Background: an optimization exercise with open tools, aiming at small area, a short achievable clock period and few clock cycles per item. Do not read the settings as production practice.
At most, simulation tests tie the RTL to the original design; equivalence was not proved.
No activity file was given, so power comes from the tool's default toggle rates.

// positional_list_engine_core
module positional_list_engine_core (
	input  logic          clk,
	input  logic          arst_n,
	input  logic          s_axis_tvalid,
	output logic          s_axis_tready,
	input  logic [39:0]   s_axis_tdata,
	input  logic [2:0]    s_axis_tuser,
	output logic          m_axis_tvalid,
	input  logic          m_axis_tready,
	output logic [103:0]  m_axis_tdata,
	output logic [1:0]    m_axis_tuser
);
	localparam int N = 16;
	logic         c_v;
	logic         is_app, is_ins, is_rd, is_dl, is_dp;
	logic [4:0]   pos;
	logic [N-1:0] gp;
	logic [31:0]  word;
	logic        m_valid_q;
	logic [31:0] rd_q;
	logic [4:0]  cnt_q;
	logic [31:0] last_q;
	logic [1:0]  st_q;
	logic exec;
	assign exec          = c_v && (!m_valid_q || m_axis_tready);
	assign s_axis_tready = !c_v || exec;
	logic full, empty, one, pos_ge_n, pos_ge_n1;
	logic ins, del, rd_ok;
	logic [1:0] st_d;
	logic [4:0] cnt_d;
	logic [N-1:0] vq;
	logic [N+1:0] vx;
	assign vx = {2'b00, vq};
	assign full      = vq[N-1];
	assign empty     = !vq[0];
	assign one       = vq[0] && !vq[1];
	assign pos_ge_n  = !(|(gp & vq));
	assign pos_ge_n1 = !(|({gp[N-2:0], 1'b0} & vq));
	assign ins   = (is_app || is_ins) && !full;
	assign del   = (is_dl || is_dp) && !empty;
	assign rd_ok = is_rd && !empty && !pos_ge_n;
	always_comb begin
		st_d = ple_pkg::ST_OK;
		if (is_app || is_ins) begin
			if (full)
				st_d = ple_pkg::ST_FULL;
		end else if (is_rd) begin
			if (empty)
				st_d = ple_pkg::ST_EMPTY;
			else if (pos_ge_n)
				st_d = ple_pkg::ST_RANGE;
		end else if (is_dl || is_dp) begin
			if (empty)
  ...
Settings: LEC_CHECK=0, CAP_MARGIN=20, CELL_PAD_IN_SITES_DETAIL_PLACEMENT=1, CORE_MARGIN=2, CORE_UTILIZATION=35, CTS_CLUSTER_DIAMETER=70, CTS_CLUSTER_SIZE=40, PLACE_DENSITY=0.45, SETUP_SLACK_MARGIN=3.1, SLEW_MARGIN=20, SYNTH_HIERARCHICAL=1; clock period 6.0 ns.
standard.sh (not shown) runs the stock make flow with config.mk's settings and CLKGATE_MAP_FILE= SYNTH_SCRIPT=/design/flow/synth_recipe.tcl, a recipe that flattens the netlist after the stock synthesis.
==> flow/flow/run.sh <==
#!/bin/bash
set -euo pipefail
cd "$(dirname "$0")/.."
bash standard.sh synth > synth.log 2>&1
bash standard.sh "BUFFER_PORTS_ARGS=-buffer_cell sky130_fd_sc_hd__buf_2" MATCH_CELL_FOOTPRINT=0 finish > layout.log 2>&1
The starting point passed the timing, DRC and antenna checks.
Testbench counts at the start, summed over its fixed seeds: cycles 12,016, items 12,000.
Edit:
==> flow/flow/run.sh (replaced) <==
#!/bin/bash
set -euo pipefail
cd "$(dirname "$0")/.."
bash standard.sh synth > synth.log 2>&1
bash standard.sh "BUFFER_PORTS_ARGS=-buffer_cell sky130_fd_sc_hd__buf_2" MATCH_CELL_FOOTPRINT=0 \
	"CTS_ARGS=-sink_clustering_enable -repair_clock_nets -sink_clustering_size 40 -sink_clustering_max_diameter 70 -dont_use_dummy_load" \
	finish > layout.log 2>&1
Settings changed: CTS_CLUSTER_DIAMETER 70 to not set, CTS_CLUSTER_SIZE 40 to not set, PLACE_DENSITY 0.45 to 0.6.
What happened: Setup slack gains 0.042 ns. Die area is unchanged. Cell area goes down by 1.8%. Register-to-register slack gets better by 0.02 ns. Maximum frequency grows by 1.4%.
Edit:
Settings changed: PLACE_DENSITY 0.6 to 0.45.
The changed run finished clean. Flip-flop and latch count stays the same. Die area stays the same. Routed wire length increases by 6.2%. Worst setup slack gets worse by 0.040 ns. Total power increases by 4.9%. Non-clock buffer count decreases by 6. Worst hold slack gets worse by 0.0045 ns. Global-route usage increases by 1.9 points.

Another version of the RTL of positional_list_engine_core (not shown whole).
For scale: ~2600 cells after synthesis, ~32000 µm² of cells after synthesis.
==> flow/config.mk <==
export PLATFORM = sky130hd
export DESIGN_NAME = positional_list_engine_core
export DESIGN_NICKNAME = positional_list_engine_core
export VERILOG_FILES = /design/flow/design.v
export SDC_FILE = /design/flow/constraint.sdc
export NUM_CORES = 4
export LEC_CHECK = 0
export CAP_MARGIN = 20
export CORE_MARGIN = 2
export CORE_UTILIZATION = 35
export SETUP_SLACK_MARGIN = 3.5
export SLEW_MARGIN = 20
==> flow/constraint.sdc <==
create_clock -name core_clock -period 6.0 [get_ports {clk}]
set_input_delay 1.2000 -clock core_clock [delete_from_list [all_inputs] [get_ports {clk}]]
set_output_delay 1.2000 -clock core_clock [all_outputs]
set_load 0.01 [all_outputs]
run.sh (not shown) runs the stock make flow with config.mk's settings and CLKGATE_MAP_FILE= SYNTH_SCRIPT=/design/flow/synth_recipe.tcl, a recipe that flattens the netlist after the stock synthesis.
Stock flow here: none of the scripts above is used.
The starting point failed in 5_1_grt (GRT-0232).
Rerun with:
==> flow/flow/run.sh (new file) <==
#!/bin/bash
set -euo pipefail
cd "$(dirname "$0")/.."
bash standard.sh synth > synth.log 2>&1
bash standard.sh "BUFFER_PORTS_ARGS=-buffer_cell sky130_fd_sc_hd__buf_2" MATCH_CELL_FOOTPRINT=0 finish > layout.log 2>&1
==> flow/standard.sh (new file) <==
#!/bin/bash
# synth_recipe.tcl (not shown) runs the flow's synth.tcl, then flattens the netlist and writes it again
# the make line also repeats each setting of config.mk as NAME=value (left out here)
make -C /OpenROAD-flow-scripts/flow DESIGN_CONFIG=/design/flow/config.mk WORK_HOME=/design/flow/orfs CLKGATE_MAP_FILE= SYNTH_SCRIPT=/design/flow/synth_recipe.tcl "${@:-finish}"
PLACE_DENSITY = 0.45   (was default)
SETUP_SLACK_MARGIN = 2.5   (was 3.5)
removed: flow/run.sh
With this change the flow completed with no timing, DRC or antenna violations.
Area after synthesis does not change.
Synthesized cell count stays the same.
Function was not checked in any run of this note: the RTL went through the layout flow alone.

==> what the ideal ports hide <==
The results above use ideal ports. As a check the final layouts listed here were re-extracted and re-timed, cells and wires unchanged.
Step 1 assumes that a clkbuf_16 drives the clock port and a buf_2 every other input.
Step 2 also shifts input and output timing later by t, the mid clock arrival at the registers, as if the neighbouring blocks saw the same clock.
Slacks: ideal ports / drivers / drivers and shift; pairs: ideal ports / drivers.
run	t, ns	slack for setup (ns)	hold WS [ns]	worst data-port slew with drivers (ns)
the first run of note 1	0.704	3.016 / 2.984 / 2.464	0.470 / 0.470 / 0.470	0.04
the second run of note 1	0.675	3.058 / 3.018 / 2.555	0.473 / 0.473 / 0.473	0.06
the third run of note 1	0.681	3.018 / 2.987 / 2.433	0.469 / 0.469 / 0.469	0.04
the second run of note 2	0.718	2.406 / 2.445 / 1.726	0.443 / 0.404 / 0.469	0.06
After both steps every run listed still meets setup and hold. The setup slack of the second run of note 2, which loses most, moves by +0.039 ns with the drivers and by -0.680 ns with both steps.
